What follows belongs to an exercise in optimizing a design on an open flow for small area, a short achievable clock period and few clock cycles per item; a production flow would make more cautious choices.
Where RTL was checked, it was by simulation tests only, not by an equivalence proof against the original.
Power is estimated from default activity; no workload was simulated.

==> flow/design.v <==
`timescale 1ns / 1ps
`default_nettype none
package bgpr_pkg;
  localparam int COLUMNS = 128;
  localparam int SMP_W   = 8;
  localparam int COL_W   = 7;
  localparam int ROW_W   = 2;
  localparam int CNT_W   = 8;
  localparam logic [1:0] OP_CLEAR = 2'd0;
  localparam logic [1:0] OP_LOAD  = 2'd1;
  localparam logic [1:0] OP_READ  = 2'd2;
  localparam logic [1:0] OP_NONE  = 2'd3;
  localparam logic [SMP_W-1:0] FULL_SCALE_RST = 8'd75;
  localparam int FIFO_D = 8;
  localparam int OUT_SLOTS = FIFO_D + 1;
endpackage
`default_nettype wire
`timescale 1ns / 1ps
`default_nettype none
module bgpr_front (
  input  wire logic        clk,
  input  wire logic        wr,        
  input  wire logic [7:0]  wdata,
  input  wire logic [7:0]  sel_hi,    
  input  wire logic [15:0] sel_lo,    
  output logic [7:0]       rdata
);
  logic [7:0] ring [128];
  always_ff @(posedge clk) begin
    ring[0] <= wr ? wdata : ring[127];
    for (int i = 1; i < 128; i++) ring[i] <= ring[i-1];
  end
  logic [7:0] grp [8];
  always_comb begin
    for (int g = 0; g < 8; g++) begin
      grp[g] = '0;
      for (int j = 0; j < 16; j++) grp[g] = grp[g] | (ring[16*g+j] & {8{sel_lo[j]}});
    end
    rdata = '0;
    for (int g = 0; g < 8; g++) rdata = rdata | (grp[g] & {8{sel_hi[g]}});
  end
endmodule
`default_nettype wire
`timescale 1ns / 1ps
`default_nettype none
module bgpr_queue (
  input  wire logic clk,
  input  wire logic rst,
  input  wire logic push,
  input  wire logic [3:0] push_code,
  input  wire logic pop,
  output logic [3:0] head,
  output logic      empty
);
  localparam int D = bgpr_pkg::FIFO_D;
  logic [3:0] entries [D];
  logic [D-1:0] fill;
  assign empty = !fill[0];
  always_comb begin
    head = '0;
    for (int i = 0; i < D; i++) begin
      if (fill[i] && (i == D - 1 || !fill[(i + 1) % D])) head = head | entries[i];
    end
  end
  always_ff @(posedge clk) begin
    if (rst) begin
      fill <= '0;
    end else if (push && !pop) begin
      fill <= {fill[D-2:0], 1'b1};
    end else if (pop && !push) begin
      fill <= {1'b0, fill[D-1:1]};
    end
  end
  always_ff @(posedge clk) begin
    if (push) begin
      entries[0] <= push_code;
      for (int i = 1; i < D; i++) entries[i] <= entries[i-1];
    end
  end
endmodule
`default_nettype wire
`timescale 1ns / 1ps
`default_nettype none
module bgpr_back (
  input  wire logic       clk,
  input  wire logic       rst,
  input  wire logic [7:0] floor_value,
  input  wire logic [7:0] s,            
  input  wire logic       in_valid,
  input  wire logic [7:0] in_x,         
  input  wire logic [1:0] in_row,
  output logic [5:0]      vv,           
  output logic            out_valid,
  output logic [3:0]      out_code,     
  output logic [7:0]      out_byte,     
  output logic            out_sv
);
  function automatic logic [8:0] nstep(input logic [8:0] p, input logic [7:0] sv);
    nstep = {p[7:0], ~p[8]} + ({1'b0, sv} ^ {9{~p[8]}});
  endfunction
  logic       v3;
  logic [7:0] x3;
  logic [1:0] row3;
  always_ff @(posedge clk) begin
    if (rst) v3 <= 1'b0;
    else     v3 <= in_valid;
    x3   <= in_x;
    row3 <= in_row;
  end
  logic [8:0] diff3;
  logic [7:0] d3;
  assign diff3 = {1'b0, x3} - {1'b0, floor_value};
  assign d3    = diff3[8] ? 8'd0 : diff3[7:0];
  logic       v4;
  logic [7:0] r4;
  logic [1:0] row4;
  always_ff @(posedge clk) begin
    if (rst) v4 <= 1'b0;
    else     v4 <= v3;
    r4   <= d3;
    row4 <= row3;
  end
  logic [8:0] st4;
  logic       q5_4;
  assign st4  = nstep({1'b0, r4}, s);
  assign q5_4 = r4 >= s;
  logic       v5;
  logic [1:0] q54_5;
  logic [8:0] r5;
  logic [1:0] row5;
  always_ff @(posedge clk) begin
    if (rst) v5 <= 1'b0;
    else     v5 <= v4;
    r5    <= st4;
    q54_5 <= {q5_4, ~st4[8]};
    row5  <= row4;
  end
  logic [8:0] st5;
  assign st5 = nstep(r5, s);
  logic       v6;
  logic [2:0] q53_6;
  logic [8:0] r6;
  logic [1:0] row6;
  always_ff @(posedge clk) begin
    if (rst) v6 <= 1'b0;
    else     v6 <= v5;
    r6    <= st5;
    q53_6 <= {q54_5, ~st5[8]};
    row6  <= row5;
  end
  logic [8:0] st6;
  logic       full6, zero6;
  assign st6   = nstep(r6, s);
  assign full6 = q53_6[2] || q53_6[1:0] > ~row6;
  assign zero6 = !q53_6[2] && q53_6[1:0] < ~row6;
  logic       v7, full7, zero7, q2_7;
  logic [8:0] r7;
  always_ff @(posedge clk) begin
    if (rst) v7 <= 1'b0;
    else     v7 <= v6;
    r7    <= st6;
    full7 <= full6;
    zero7 <= zero6;
    q2_7  <= ~st6[8];
  end
  logic [8:0] st7;
  assign st7 = nstep(r7, s);
  logic       v8, full8, zero8;
  logic [1:0] q21_8;
  logic [8:0] r8;
  always_ff @(posedge clk) begin
    if (rst) v8 <= 1'b0;
    else     v8 <= v7;
    r8    <= st7;
    full8 <= full7;
    zero8 <= zero7;
    q21_8 <= {q2_7, ~st7[8]};
  end
  logic [8:0] st8;
  assign st8 = nstep(r8, s);
  assign out_valid = v8;
  logic q0_8;
  assign q0_8      = ~st8[8];
  assign out_sv    = s != 8'd0;
  assign out_code  = !out_sv ? 4'd15 :
                     full8   ? 4'd8  :
                     zero8   ? 4'd0  : {1'b0, q21_8, q0_8};
  always_comb begin
    for (int i = 0; i < 8; i++) begin
      out_byte[7 - i] = out_sv && !zero8 &&
                        (full8 || 2 * int'(q21_8) > i || (2 * int'(q21_8) == i && q0_8));
    end
  end
  assign vv        = {v8, v7, v6, v5, v4, v3};
endmodule
`default_nettype wire
`timescale 1ns / 1ps
`default_nettype none
module bar_graph_page_renderer_unit (
  input  wire logic  clk,
  input  wire logic  rst,
  input  wire logic         items_valid,
  output logic              items_ready,
  input  wire logic [1:0]   items_operation,
  input  wire logic [7:0]   items_sample,
  input  wire logic [1:0]   items_row,
  input  wire logic [6:0]   items_column,
  input  wire logic         cfg_valid,
  output logic              cfg_ready,
  input  wire logic [1:0]   cfg_index,
  input  wire logic [7:0]   cfg_data,
  output logic              results_valid,
  input  wire logic         results_ready,
  output logic [7:0]        results_pixel_byte,
  output logic              results_scale_valid
);
  logic [7:0] floor_value;
  logic [7:0] full_scale;
  logic [7:0] n;           
  logic [6:0] a1;          
  logic [6:0] gap;         
  logic [7:0] peak;
  logic       pk_v;
  logic       pk_clr;
  logic [7:0] pk_smp;
  logic [7:0] s_use;
  logic        v2;
  logic [7:0]  sel_hi;
  logic [15:0] sel_lo;
  logic [1:0]  row2;
  logic       ready_q;
  logic [3:0] outstanding;
  logic in_acc;
  assign in_acc      = items_valid && ready_q;
  assign items_ready = ready_q;
  assign cfg_ready   = 1'b1;
  logic ld, clr, rd, ld_do;
  assign ld    = in_acc && items_operation == bgpr_pkg::OP_LOAD;
  assign clr   = in_acc && items_operation == bgpr_pkg::OP_CLEAR;
  assign rd    = in_acc && items_operation == bgpr_pkg::OP_READ;
  assign ld_do = ld && !n[7];
  logic [7:0] n_nxt;
  logic [6:0] gap_nxt;
  assign n_nxt   = clr ? 8'd0 : ld_do ? n + 8'd1 : n;
  assign gap_nxt = ld_do ? 7'd0 : gap - 7'd1;
  logic       pk_above;
  logic [7:0] pk_span;
  assign pk_above = pk_smp > floor_value;
  assign pk_span  = pk_smp - floor_value;
  logic [5:0] vv;         
  logic       busy;       
  logic       pk_apply;
  assign busy     = v2 || (vv != '0);
  assign pk_apply = pk_v && !busy;
  always_ff @(posedge clk) begin
    if (rst) begin
      floor_value <= '0;
      full_scale  <= bgpr_pkg::FULL_SCALE_RST;
      n           <= '0;
      peak        <= '0;
      pk_v        <= 1'b0;
    end else begin
      if (cfg_valid) begin
        if (cfg_index == 2'd0) floor_value <= cfg_data;
        if (cfg_index == 2'd1) full_scale  <= cfg_data;
      end
      n <= n_nxt;
      if (pk_apply) begin
        if (pk_clr) begin
          peak <= '0;
        end else if (pk_above && pk_span > peak) begin
          peak <= pk_span;
        end
      end
      if (clr || ld_do) begin
        pk_v <= 1'b1;
      end else if (pk_apply) begin
        pk_v <= 1'b0;
      end
    end
    if (clr || ld_do) begin
      pk_clr <= clr;
      pk_smp <= items_sample;
    end
    gap    <= gap_nxt;
    a1     <= (ld_do && n == 8'd0) ? 7'd1 : a1 + 7'd1;
    s_use  <= (full_scale != '0) ? full_scale : peak;
  end
  logic [6:0] place;
  logic       draw;
  assign place = a1 - items_column;
  assign draw  = {1'b0, items_column} < n;
  always_ff @(posedge clk) begin
    if (rst) v2 <= 1'b0;
    else     v2 <= rd;
    for (int i = 0; i < 8; i++)  sel_hi[i] <= draw && place[6:4] == 3'(i);
    for (int i = 0; i < 16; i++) sel_lo[i] <= place[3:0] == 4'(i);
    row2 <= items_row;
  end
  logic [7:0] rdata;
  bgpr_front u_front (
    .clk    (clk),
    .wr     (ld_do),
    .wdata  (items_sample),
    .sel_hi (sel_hi),
    .sel_lo (sel_lo),
    .rdata  (rdata)
  );
  logic       v_res;
  logic [3:0] code_res;
  logic [7:0] byte_res;
  logic       sv_res;
  bgpr_back u_back (
    .clk         (clk),
    .rst         (rst),
    .floor_value (floor_value),
    .s           (s_use),
    .in_valid    (v2),
    .in_x        (rdata),
    .in_row      (row2),
    .vv          (vv),
    .out_valid   (v_res),
    .out_code    (code_res),
    .out_byte    (byte_res),
    .out_sv      (sv_res)
  );
  logic       out_valid;
  logic [7:0] out_byte;
  logic       out_sv;
  logic       out_free;
  logic       f_push, f_pop, f_empty;
  logic [3:0] f_head;
  assign out_free  = !out_valid || results_ready;
  assign f_pop     = out_free && !f_empty;
  assign f_push    = v_res && (!out_free || !f_empty);
  bgpr_queue u_queue (
    .clk       (clk),
    .rst       (rst),
    .push      (f_push),
    .push_code (code_res),
    .pop       (f_pop),
    .head      (f_head),
    .empty     (f_empty)
  );
  always_ff @(posedge clk) begin
    if (rst) begin
      out_valid <= 1'b0;
    end else if (out_free) begin
      out_valid <= !f_empty || v_res;
    end
    if (out_free) begin
      if (f_empty) begin
        out_sv   <= sv_res;
        out_byte <= byte_res;
      end else begin
        out_sv   <= f_head != 4'd15;
        out_byte <= (f_head == 4'd15) ? 8'd0 : ~(8'hFF >> f_head);
      end
    end
  end
  assign results_valid       = out_valid;
  assign results_pixel_byte  = out_byte;
  assign results_scale_valid = out_sv;
  logic [3:0] out_nxt;
  logic       res_out, credit_nxt;
  logic       z_nxt;
  logic       pk_v_nxt;
  logic       busy_nxt;
  assign res_out    = out_valid && results_ready;
  assign out_nxt    = (rd && !res_out) ? outstanding + 4'd1 :
                      (res_out && !rd) ? outstanding - 4'd1 : outstanding;
  assign credit_nxt = (rd && !res_out) ? outstanding < 4'(bgpr_pkg::OUT_SLOTS - 1) :
                      (res_out && !rd) ? 1'b1 :
                                         outstanding < 4'(bgpr_pkg::OUT_SLOTS);
  assign z_nxt      = ld_do || gap == 7'd1 || clr || (n == 8'd0 && !ld_do) ||
                      n[7] || (ld_do && n == 8'd127);
  assign pk_v_nxt   = clr || ld_do || (pk_v && busy);
  assign busy_nxt   = rd || v2 || (vv[4:0] != '0);
  always_ff @(posedge clk) begin
    if (rst) begin
      outstanding <= '0;
      ready_q     <= 1'b1;
    end else begin
      outstanding <= out_nxt;
      ready_q     <= z_nxt && !(pk_v_nxt && busy_nxt) && credit_nxt;
    end
  end
endmodule
`default_nettype wire
clock: 5.0 ns
lec_check: 0
cap_margin: 20
core_margin: 2
core_utilization: 40
cts_buf_list: sky130_fd_sc_hd__clkbuf_16
cts_cluster_diameter: 70
cts_cluster_size: 25
setup_slack_margin: 2.5
slew_margin: 20
run.sh (not shown) runs the stock make flow with config.mk's settings and CLKGATE_MAP_FILE= SYNTH_SCRIPT=/design/flow/synth_recipe.tcl, a recipe that flattens the netlist after the stock synthesis.
Next try:
--- a/flow/design.v
+++ b/flow/design.v
@@ -223,5 +223,6 @@
   logic       pk_v;
   logic       pk_clr;
-  logic [7:0] pk_smp;
+  logic       pk_gt;
+  logic [7:0] pk_span;
   logic [7:0] s_use;
   logic        v2;
@@ -244,8 +245,4 @@
   assign n_nxt   = clr ? 8'd0 : ld_do ? n + 8'd1 : n;
   assign gap_nxt = ld_do ? 7'd0 : gap - 7'd1;
-  logic       pk_above;
-  logic [7:0] pk_span;
-  assign pk_above = pk_smp > floor_value;
-  assign pk_span  = pk_smp - floor_value;
   logic [5:0] vv;         
   logic       busy;       
@@ -269,5 +266,5 @@
         if (pk_clr) begin
           peak <= '0;
-        end else if (pk_above && pk_span > peak) begin
+        end else if (pk_gt && pk_span > peak) begin
           peak <= pk_span;
         end
@@ -280,6 +277,7 @@
     end
     if (clr || ld_do) begin
-      pk_clr <= clr;
-      pk_smp <= items_sample;
+      pk_clr  <= clr;
+      pk_gt   <= items_sample > floor_value;
+      pk_span <= items_sample - floor_value;
     end
     gap    <= gap_nxt;
@@ -368,11 +366,9 @@
   logic       busy_nxt;
   assign res_out    = out_valid && results_ready;
-  assign out_nxt    = (rd && !res_out) ? outstanding + 4'd1 :
-                      (res_out && !rd) ? outstanding - 4'd1 : outstanding;
+  assign out_nxt    = outstanding + {3'd0, rd} - {3'd0, res_out};
   assign credit_nxt = (rd && !res_out) ? outstanding < 4'(bgpr_pkg::OUT_SLOTS - 1) :
                       (res_out && !rd) ? 1'b1 :
                                          outstanding < 4'(bgpr_pkg::OUT_SLOTS);
-  assign z_nxt      = ld_do || gap == 7'd1 || clr || (n == 8'd0 && !ld_do) ||
-                      n[7] || (ld_do && n == 8'd127);
+  assign z_nxt      = gap_nxt == 7'd0 || n_nxt == 8'd0 || n_nxt[7];
   assign pk_v_nxt   = clr || ld_do || (pk_v && busy);
   assign busy_nxt   = rd || v2 || (vv[4:0] != '0);
Sequential share of layout area is higher by 0.63 points.
Setup slack is better by 530 ps.
Sequential power hardly moves.
Die area barely changes.
Via count is lower slightly.
Testbench counts after the change, summed over its fixed seeds: cycles 10,384, items 8,192.
No functional check of the RTL was part of the first run of this note.

## what the ideal ports hide
In the flow no input, the clock included, has a driving cell. The finished layouts below were timed again as built, in two steps.
Step 1 assumes that a clkbuf_16 drives the clock port and a buf_2 every other input.
Step 2 moves the port delays by t, midway between the first and last clock arrival at a register: inputs arrive t later, outputs are due t later. That takes back most of the time a late clock gives input paths.
Slacks: no drivers / after step 1 / after step 2; pairs: no drivers / after step 1.
run	t (ns)	setup slack, ns	hold WS [ns]	slew at the worst register clock pin (ns)	pins driven straight from the clock port
the first run	0.733	2.022 / 2.022 / 1.851	0.322 / 0.322 / 0.322	0.10 / 0.10	1
the second run	0.706	2.556 / 2.552 / 1.846	0.328 / 0.328 / 0.328	0.10 / 0.10	1
After both steps every run listed still meets setup and hold. The setup slack of the second run, which loses most, moves by -0.004 ns with the drivers and by -0.710 ns with both steps.
